Source: an optimization exercise on an open RTL-to-GDS flow (aim: small area and a short achievable clock period). Production flows keep margins and buffers that such runs may drop. Only simulation tests tie the RTL to the original design; equivalence was not proved.

==> build 18: inputs <==
Design discrete_555_top, start of the top module:
module discrete_555_top (
    input  wire         clk,
    input  wire         arst_n,
    input  wire         reg_wr,
    input  wire  [1:0]  reg_addr,
    input  wire  [15:0] reg_wdata,
    output logic [15:0] reg_rdata,
    output logic        audio_clk_en,
    output logic [15:0] vco_out,
    output logic [15:0] filt_out
);
==> module vco_ctrl_regs, before the edit <==
module vco_ctrl_regs (
    input  wire         clk,
    input  wire         arst_n,
    input  wire         reg_wr,
    input  wire  [1:0]  reg_addr,
    input  wire  [15:0] reg_wdata,
    output logic [15:0] reg_rdata,
    output logic [15:0] d_raw,
    output logic        run,
    output logic [2:0]  filt_shift,
    input  wire         vco_level,
    input  wire  [19:0] high_len
);
    wire wsub_w0 = ~reg_wdata[0] ^ 1'b1;
    wire wsub_w1 = ~reg_wdata[0] & 1'b1;
    wire wsub_w2 = ~reg_wdata[1] ^ 1'b1 ^ wsub_w1;
    wire wsub_w3 = (~reg_wdata[1] & 1'b1) | (~reg_wdata[1] & wsub_w1) | (1'b1 & wsub_w1);
    wire wsub_w4 = ~reg_wdata[2] ^ wsub_w3;
    wire wsub_w5 = ~reg_wdata[2] & wsub_w3;
    wire wsub_w6 = ~reg_wdata[3] ^ wsub_w5;
    wire wsub_w7 = ~reg_wdata[3] & wsub_w5;
    wire wsub_w8 = ~reg_wdata[4] ^ wsub_w7;
    wire wsub_w9 = ~reg_wdata[4] & wsub_w7;
    wire wsub_w10 = ~reg_wdata[5] ^ wsub_w9;
    wire wsub_w11 = ~reg_wdata[5] & wsub_w9;
    wire wsub_w12 = ~reg_wdata[6] ^ wsub_w11;
    wire wsub_w13 = ~reg_wdata[6] & wsub_w11;
    wire wsub_w14 = ~reg_wdata[7] ^ wsub_w13;
    wire wsub_w15 = ~reg_wdata[7] & wsub_w13;
    wire wsub_w16 = ~reg_wdata[8] ^ wsub_w15;
    wire wsub_w17 = ~reg_wdata[8] & wsub_w15;
    wire wsub_w18 = ~reg_wdata[9] ^ wsub_w17;
    wire wsub_w19 = ~reg_wdata[9] & wsub_w17;
    wire wsub_w20 = ~reg_wdata[10] ^ wsub_w19;
    wire wsub_w21 = ~reg_wdata[10] & wsub_w19;
    wire wsub_w22 = ~reg_wdata[11] ^ wsub_w21;
    wire wsub_w23 = ~reg_wdata[11] & wsub_w21;
    wire wsub_w24 = ~reg_wdata[12] ^ wsub_w23;
    wire wsub_w25 = ~reg_wdata[12] & wsub_w23;
    wire wsub_w26 = ~reg_wdata[13] ^ wsub_w25;
    wire wsub_w27 = ~reg_wdata[13] & wsub_w25;
    wire wsub_w28 = ~reg_wdata[14] ^ wsub_w27;
    wire wsub_w29 = ~reg_wdata[14] & wsub_w27;
    wire wsub_w30 = ~reg_wdata[15] ^ 1'b1 ^ wsub_w29;
    wire wsub_w31 = (~reg_wdata[15] & 1'b1) | (~reg_wdata[15] & wsub_w29) | (1'b1 & wsub_w29);
    wire [15:0] w_d = {wsub_w30, wsub_w28, wsub_w26, wsub_w24, wsub_w22, wsub_w20, wsub_w18, wsub_w16, wsub_w14, wsub_w12, wsub_w10, wsub_w8, wsub_w6, wsub_w4, wsub_w2, wsub_w0};
    wire rsub_w0 = ~d_raw[0] ^ 1'b1;
    wire rsub_w1 = ~d_raw[0] & 1'b1;
    wire rsub_w2 = ~d_raw[1] ^ 1'b1 ^ rsub_w1;
    wire rsub_w3 = (~d_raw[1] & 1'b1) | (~d_raw[1] & rsub_w1) | (1'b1 & rsub_w1);
    wire rsub_w4 = ~d_raw[2] ^ rsub_w3;
    wire rsub_w5 = ~d_raw[2] & rsub_w3;
    wire rsub_w6 = ~d_raw[3] ^ rsub_w5;
    wire rsub_w7 = ~d_raw[3] & rsub_w5;
    wire rsub_w8 = ~d_raw[4] ^ rsub_w7;
    wire rsub_w9 = ~d_raw[4] & rsub_w7;
    wire rsub_w10 = ~d_raw[5] ^ rsub_w9;
    wire rsub_w11 = ~d_raw[5] & rsub_w9;
    wire rsub_w12 = ~d_raw[6] ^ rsub_w11;
    wire rsub_w13 = ~d_raw[6] & rsub_w11;
    wire rsub_w14 = ~d_raw[7] ^ rsub_w13;
    wire rsub_w15 = ~d_raw[7] & rsub_w13;
    wire rsub_w16 = ~d_raw[8] ^ rsub_w15;
    wire rsub_w17 = ~d_raw[8] & rsub_w15;
    wire rsub_w18 = ~d_raw[9] ^ rsub_w17;
    wire rsub_w19 = ~d_raw[9] & rsub_w17;
    wire rsub_w20 = ~d_raw[10] ^ rsub_w19;
    wire rsub_w21 = ~d_raw[10] & rsub_w19;
    wire rsub_w22 = ~d_raw[11] ^ rsub_w21;
    wire rsub_w23 = ~d_raw[11] & rsub_w21;
    wire rsub_w24 = ~d_raw[12] ^ rsub_w23;
    wire rsub_w25 = ~d_raw[12] & rsub_w23;
    wire rsub_w26 = ~d_raw[13] ^ rsub_w25;
    wire rsub_w27 = ~d_raw[13] & rsub_w25;
    wire rsub_w28 = ~d_raw[14] ^ rsub_w27;
    wire rsub_w29 = ~d_raw[14] & rsub_w27;
    wire rsub_w30 = ~d_raw[15] ^ 1'b1 ^ rsub_w29;
    wire rsub_w31 = (~d_raw[15] & 1'b1) | (~d_raw[15] & rsub_w29) | (1'b1 & rsub_w29);
    wire [15:0] v_rd = {rsub_w30, rsub_w28, rsub_w26, rsub_w24, rsub_w22, rsub_w20, rsub_w18, rsub_w16, rsub_w14, rsub_w12, rsub_w10, rsub_w8, rsub_w6, rsub_w4, rsub_w2, rsub_w0};
    always_ff @(posedge clk or negedge arst_n) begin
        if (!arst_n) begin
            d_raw      <= 16'd32770;   
            run        <= 1'b0;        
            filt_shift <= 3'(4);
        end else if (reg_wr) begin
            case (reg_addr)
                2'd0: begin
                    d_raw <= w_d;
                end
                2'd1: begin
                    run        <= reg_wdata[0];
                    filt_shift <= reg_wdata[3:1];
                end
                default: begin
                end
            endcase
        end
    end
    wire [15:0] rd_ctrl   = {12'd0, filt_shift, run};
    wire [15:0] rd_status = {11'd0, high_len[19:16], vco_level};
    wire [15:0] rd_lo     = reg_addr[0] ? rd_ctrl : v_rd;
    wire [15:0] rd_hi     = reg_addr[0] ? high_len[15:0] : rd_status;
    assign reg_rdata = reg_addr[1] ? rd_hi : rd_lo;
endmodule
Settings: LEC_CHECK=0, ABC_AREA=1, CAP_MARGIN=20, CORE_MARGIN=2, CORE_UTILIZATION=40, CTS_BUF_LIST=sky130_fd_sc_hd__clkbuf_8, SLEW_MARGIN=20; clock period 48.0 ns.
standard.sh (not shown) runs the stock make flow with config.mk's settings and CLKGATE_MAP_FILE= SYNTH_SCRIPT=/design/flow/synth_recipe.tcl, a recipe that flattens the netlist after the stock synthesis.
==> flow/flow/run.sh <==
#!/bin/bash
# Layout flow: the standard synthesis, then the combinational logic of
# that netlist re-mapped by ABC for area (registers, their names and cell
# types kept as they are), then the standard layout from floorplan on.
# Each tool's output goes to its own log file in the work folder.
set -euo pipefail
WORK=$(pwd)
LIB=$FLOW_HOME/platforms/sky130hd/lib/sky130_fd_sc_hd__tt_025C_1v80.lib
R=$WORK/orfs/results/sky130hd/discrete_555_top/base

bash standard.sh synth > synth.log 2>&1

cp $R/1_2_yosys.v $WORK/standard_synth.v
python3 flow/mkmodels.py $LIB 'sky130_fd_sc_hd__(fa|ha)_[0-9]+' > $WORK/cell_models.v 2> mkmodels.log

cat > $WORK/reopt.ys <<EOT
read_liberty -lib $LIB
read_verilog $WORK/standard_synth.v
hierarchy -top $FLOW_TOP
tee -o $WORK/reopt_before.txt stat -liberty $LIB
techmap -map $WORK/cell_models.v
techmap
opt -purge
abc -liberty $LIB -dont_use sky130_fd_sc_hd__lpflow* -dont_use sky130_fd_sc_hd__probe* -script "+strash;ifraig;dc2;strash;dch,-f;map,-a;topo;"
opt_clean -purge
splitnets
opt_clean -purge
hilomap -singleton -hicell sky130_fd_sc_hd__conb_1 HI -locell sky130_fd_sc_hd__conb_1 LO
insbuf -buf sky130_fd_sc_hd__buf_4 A X
opt_clean -purge
tee -o $WORK/reopt_after.txt stat -liberty $LIB
write_verilog -noattr -nohex -nodec $WORK/reopt.v
EOT
yosys -s $WORK/reopt.ys > reopt.log 2>&1

cp $WORK/reopt.v $R/1_2_yosys.v
touch $R/1_2_yosys.v
bash standard.sh "BUFFER_PORTS_ARGS=-buffer_cell sky130_fd_sc_hd__buf_2" finish > layout.log 2>&1
==> flow/flow/mkmodels.py <==
#!/usr/bin/env python3
"""Write Verilog models of the combinational cells of a liberty file:
one module per cell, its outputs as assigns of the liberty functions.
Cells whose names match the patterns given after the file are left out."""
import re, sys
lib = open(sys.argv[1]).read()
skip = [re.compile(p) for p in sys.argv[2:]]
out = []
for m in re.finditer(r'\n\s*cell\s*\(\s*"?([\w]+)"?\s*\)\s*\{', lib):
    name = m.group(1)
    # find cell body by brace matching
    i = m.end(); depth = 1
    while depth:
        c = lib[i]
        if c == '{': depth += 1
        elif c == '}': depth -= 1
        i += 1
    body = lib[m.end():i]
    if re.search(r'\b(ff|latch|statetable)\s*\(', body):
        continue
    if any(p.fullmatch(name) for p in skip):
        continue
    pins = []
    for pm in re.finditer(r'\n\s*pin\s*\(\s*"?(\w+)"?\s*\)\s*\{', body):
        j = pm.end(); dp = 1
        while dp:
            c = body[j]
            if c == '{': dp += 1
            elif c == '}': dp -= 1
            j += 1
        pb = body[pm.end():j]
        dirm = re.search(r'direction\s*:\s*"?(\w+)"?', pb)
        fm = re.search(r'\n\s*function\s*:\s*"([^"]*)"', pb)
        pins.append((pm.group(1), dirm.group(1) if dirm else None, fm.group(1) if fm else None))
    ins = [p for p, d, f in pins if d == 'input']
    outs = [(p, f) for p, d, f in pins if d == 'output']
    if not outs or any(f is None for p, f in outs):
        continue
    ports = ", ".join(ins + [p for p, f in outs])
    lines = [f"module {name} ({ports});"]
    for p in ins:
        lines.append(f"  input {p};")
    for p, f in outs:
        lines.append(f"  output {p};")
        lines.append(f"  assign {p} = {f.replace('!', '~')};")
    lines.append("endmodule")
    out.append("\n".join(lines))
print("\n".join(out))
==> build 5 (differences from build 18) <==
--- a/flow/design.v
+++ b/flow/design.v
@@ -164,7 +164,10 @@
     end
-    wire [15:0] rd_ctrl   = {12'd0, filt_shift, run};
-    wire [15:0] rd_status = {11'd0, high_len[19:16], vco_level};
-    wire [15:0] rd_lo     = reg_addr[0] ? rd_ctrl : v_rd;
-    wire [15:0] rd_hi     = reg_addr[0] ? high_len[15:0] : rd_status;
-    assign reg_rdata = reg_addr[1] ? rd_hi : rd_lo;
+    always_comb begin
+        case (reg_addr)
+            2'd0:    reg_rdata = v_rd;
+            2'd1:    reg_rdata = {12'd0, filt_shift, run};
+            2'd2:    reg_rdata = {11'd0, high_len[19:16], vco_level};
+            default: reg_rdata = high_len[15:0];
+        endcase
+    end
 endmodule
==> flow/run.sh (new file) <==
#!/bin/bash
# synth_recipe.tcl (not shown) runs the flow's synth.tcl, then flattens the netlist and writes it again
# the make line also repeats each setting of config.mk as NAME=value (left out here)
make -C /OpenROAD-flow-scripts/flow DESIGN_CONFIG=/design/flow/config.mk WORK_HOME=/design/flow/orfs CLKGATE_MAP_FILE= SYNTH_SCRIPT=/design/flow/synth_recipe.tcl finish
--- a/flow/config.mk
+++ b/flow/config.mk
@@ -7,3 +7,2 @@
 export LEC_CHECK = 0
-export ABC_AREA = 1
 export CAP_MARGIN = 20
@@ -11,3 +10,2 @@
 export CORE_UTILIZATION = 40
-export CTS_BUF_LIST = sky130_fd_sc_hd__clkbuf_8
 export SLEW_MARGIN = 20
removed: flow/flow/run.sh
removed: flow/flow/mkmodels.py
removed: flow/standard.sh
==> trial 27 (differences from build 18) <==
--- a/flow/flow/run.sh
+++ b/flow/flow/run.sh
@@ -2,4 +2,5 @@
 # Layout flow: the standard synthesis, then the combinational logic of
-# that netlist re-mapped by ABC for area (registers, their names and cell
-# types kept as they are), then the standard layout from floorplan on.
+# that netlist re-mapped by ABC (registers, their names and cell types kept
+# as they are): the read-back path from reg_addr to reg_rdata for delay, the
+# rest for area; then the standard layout from floorplan on.
 # Each tool's output goes to its own log file in the work folder.
@@ -15,2 +16,5 @@
 
+# the register cell types, where the read-back cone stops
+FF_STOP=$(grep -oE '^ *sky130_fd_sc_hd__(df|edf|sdf|dl)[a-z0-9_]+' $WORK/standard_synth.v | sort -u | sed 's/^ */:-/' | tr -d '\n')
+
 cat > $WORK/reopt.ys <<EOT
@@ -23,3 +27,5 @@
 opt -purge
-abc -liberty $LIB -dont_use sky130_fd_sc_hd__lpflow* -dont_use sky130_fd_sc_hd__probe* -script "+strash;ifraig;dc2;strash;dch,-f;map,-a;topo;"
+select -set io_cone w:reg_addr %co*$FF_STOP w:reg_rdata %ci*$FF_STOP %i c:* %i
+abc -liberty $LIB -dont_use sky130_fd_sc_hd__lpflow* -dont_use sky130_fd_sc_hd__probe* -D 200 -script "+strash;dch,-f;map,-D,200;topo;stime,-c;buffer,-c;upsize,-c;dnsize,-c;" @io_cone
+abc -liberty $LIB -dont_use sky130_fd_sc_hd__lpflow* -dont_use sky130_fd_sc_hd__probe* -script "+strash;ifraig;dc2;dc2;strash;dch,-f;map,-a;topo;"
 opt_clean -purge
@@ -27,4 +33,6 @@
 opt_clean -purge
-hilomap -singleton -hicell sky130_fd_sc_hd__conb_1 HI -locell sky130_fd_sc_hd__conb_1 LO
-insbuf -buf sky130_fd_sc_hd__buf_4 A X
+# internal wire names hidden, so that a register driving an output port
+# drives the port's net with no assign; one tie cell per constant bit
+rename -hide w:* i:* o:* %u %d
+hilomap -hicell sky130_fd_sc_hd__conb_1 HI -locell sky130_fd_sc_hd__conb_1 LO
 opt_clean -purge
--- a/flow/config.mk
+++ b/flow/config.mk
@@ -12,2 +12,4 @@
 export CTS_BUF_LIST = sky130_fd_sc_hd__clkbuf_8
+export CTS_CLUSTER_DIAMETER = 60
+export CTS_CLUSTER_SIZE = 24
 export SLEW_MARGIN = 20
==> qor summary <==
                                                            build 5     build 18     trial 27
Result of the run                          timing/DRC/antenna clean  timing/DRC/antenna clean  timing/DRC/antenna clean
Routed wl met3                                              1.94 mm      1.83 mm      1.47 mm
Routing usage on met2                                         33.7%        31.9%        33.0%
Number of nets in the layout                                   3548         3177         3193
Worst Reg2Reg Path Length in Cells                               34          121          124
Initial core utilization                                      40.5%        40.3%        40.3%
Placer Congestion                                             0.891        0.930        0.916
Slew at the pin closest to its max-slew limit               1090 ps       919 ps       981 ps
Mapped Area                                              0.0267 mm2   0.0211 mm2   0.0211 mm2
Register Area                                           0.00510 mm2  0.00510 mm2  0.00510 mm2
Cell count after synthesis                                     3295         2770         2792
Die Span Y                                                   262 um       234 um       234 um
Final period demand of the worst path                      21260 ps     20550 ps     20130 ps

==> port drivers added, routing unchanged <==
Ports are ideal in the flow. The routed layouts listed here were re-timed in OpenROAD.
Step 1 sets driving cells, clkbuf_16 on the clock port and buf_2 on the other inputs (assumed; they add their load-dependent delay and slew).
Step 2 moves the port delays by t, midway between the first and last clock arrival at a register: inputs arrive t later, outputs are due t later. That takes back most of the time a late clock gives input paths.
Slacks: ideal ports / drivers / drivers and shift; pairs: ideal ports / drivers.
run | t, ns | setup WS [ns] | latest minus earliest clock arrival (ns)
build 18 | 0.615 | 27.445 / 27.421 / 27.421 | 0.032 / 0.033
build 5 | 0.602 | 26.735 / 26.712 / 26.712 | 0.025 / 0.026
trial 27 | 0.659 | 27.873 / 27.853 / 27.853 | 0.046 / 0.047
After both steps setup and hold are still met in every run listed. For build 18, which loses most, drivers alone change the setup slack by -0.024 ns; drivers and shift together by -0.024 ns.
